Context: an optimization exercise on an open-source flow, tuned for small area. The choices shown serve that exercise and are no tape-out recipe. The RTL was checked by simulation tests, not by an equivalence proof against the original design. Power figures rest on the tool's default switching activity, not on a simulated workload.

run 1:
## round_key_store
module round_key_store
(
    input  logic         clk,
    input  logic         reset_n,
    input  logic         load_key,
    input  logic [127:0] cipher_key,
    output logic         start_expansion,
    output logic [127:0] prev_key,
    input  logic [127:0] next_key,
    input  logic         finished_expansion,
    input  logic [3:0]   rd_round,
    output logic [127:0] rd_key,
    output logic         keys_ready,
    output logic         busy,
    output logic         sched_err
);
    logic       st_start, st_cap, st_ready;
    logic [3:0] ph;
    logic       sched_err_q;
    logic       load_ok;
    logic       last_write;
    logic [3:0] ph_nxt;
    logic [3:0] rpos;
    logic [10:0] rsel;
    logic [3:0]  rd_pos, rd_pos_nxt;
    round_key_store_pkg::key_t rd_data;
    round_key_store_pkg::key_t slot0;
    assign load_ok    = load_key && !st_start && !st_cap;
    assign last_write = (ph == 4'd9);
    always_ff @(posedge clk or negedge reset_n) begin
        if (!reset_n) begin
            st_start <= 1'b0;
            st_cap   <= 1'b0;
            st_ready <= 1'b0;
        end else begin
            st_start <= load_ok;
            st_cap   <= st_start || (st_cap && !last_write);
            st_ready <= (st_cap && last_write) || (st_ready && !load_ok);
        end
    end
    assign ph_nxt = st_start ? 4'd0 : ((ph == 4'd9) ? 4'd0 : ph + 4'd1);
    always_ff @(posedge clk or negedge reset_n) begin
        if (!reset_n) ph <= '0;
        else          ph <= ph_nxt;
    end
    always_ff @(posedge clk or negedge reset_n) begin
        if (!reset_n)
  ...
For scale: roughly 2400 cells after synthesis, about 38000 µm² of cells after synthesis.
==> flow/config.mk <==
export PLATFORM = sky130hd
export DESIGN_NAME = round_key_store
export DESIGN_NICKNAME = round_key_store
export VERILOG_FILES = /design/flow/design.v
export SDC_FILE = /design/flow/constraint.sdc
export NUM_CORES = 4
export LEC_CHECK = 0
export CAP_MARGIN = 0
export CORE_MARGIN = 2
export CORE_UTILIZATION = 55
export PLACE_DENSITY = 0.7
export SLEW_MARGIN = 0
export SYNTH_HIERARCHICAL = 1
export SYNTH_MINIMUM_KEEP_SIZE = 0
==> flow/constraint.sdc <==
create_clock -name core_clock -period 5.0 [get_ports {clk}]
set_input_delay 1.0000 -clock core_clock [delete_from_list [all_inputs] [get_ports {clk}]]
set_output_delay 1.0000 -clock core_clock [all_outputs]
set_load 0.01 [all_outputs]
standard.sh (not shown) runs the stock make flow with config.mk's settings and CLKGATE_MAP_FILE= SYNTH_SCRIPT=/design/flow/synth_recipe.tcl, a recipe that flattens the netlist after the stock synthesis.
==> flow/flow/run.sh <==
#!/bin/bash
# Standard ORFS layout with these changes: the port buffers are the smallest
# buffer (buf_1), and CTS uses clkbuf_8 with larger sink clusters and no
# dummy loads.
set -euo pipefail
export BUFFER_PORTS_ARGS="-buffer_cell sky130_fd_sc_hd__buf_1"
export CTS_ARGS="-sink_clustering_enable -repair_clock_nets -dont_use_dummy_load -buf_list {sky130_fd_sc_hd__clkbuf_8} -sink_clustering_size 16 -sink_clustering_max_diameter 50"
bash standard.sh > standard.log 2>&1
#### Input delta (run 2 over run 1)
Settings: CAP_MARGIN: 0 -> 20; SLEW_MARGIN: 0 -> 20.
==> flow/flow/run.sh <==
#!/bin/bash
# Standard ORFS layout with these changes: the port buffers are the smallest
# buffer (buf_1), and CTS uses clkbuf_4 with sink clusters of up to 10 flip-flops and no
# dummy loads.
set -euo pipefail
export BUFFER_PORTS_ARGS="-buffer_cell sky130_fd_sc_hd__buf_1"
export CTS_ARGS="-sink_clustering_enable -repair_clock_nets -dont_use_dummy_load -buf_list {sky130_fd_sc_hd__clkbuf_4} -sink_clustering_size 10 -sink_clustering_max_diameter 40"
bash standard.sh > standard.log 2>&1
--- outcome ---
~same combinational group power in run 2 and run 1. On routed wire length on met2, run 2 and run 1 are neck and neck. From run 2 to run 1, final weighted congestion of routability-driven global placement did not move at all. Against run 1, sum of internal, switching and leakage power in run 2 came out better. Run 2 ends up with higher filler cell count in the final layout than run 1 does. When run 2 is measured against run 1, its routed wire length turns out 550 µm higher. Summary of run 2 over run 1: finished layout cell area down about 0.65%, filler-free cell count of the finished design rose by about 1.4%, non-clock buffer count was more or less identical.

-- re-timing with driven ports --
How much do the figures lean on ideal ports? The routed layouts below were timed once more, with nothing changed but the port constraints.
Step 1 (the two cells are an assumption about what drives the block):
set clk [get_ports {clk}]
set_driving_cell -lib_cell sky130_fd_sc_hd__clkbuf_16 $clk
set_driving_cell -lib_cell sky130_fd_sc_hd__buf_2 [delete_from_list [all_inputs] $clk]
Step 2 adds t to the input delays and takes it off the output delays; t is the mean of the earliest and latest rising clock arrival at the registers after step 1. Input paths then give back, and output paths get back, about the clock's delay inside the block.
a / b / c = ideal ports / drivers / drivers and shift; a / b = the first two.
run	t, ns	slack for setup (ns)	worst setup path after step 2	worst register clock-pin slew, ns
run 1	0.778	0.525 / 0.463 / 1.216	input to register	0.10 / 0.10
run 2	0.999	0.427 / 0.364 / 1.164	input to register	0.12 / 0.12
After both steps setup and hold are still met in every run listed.
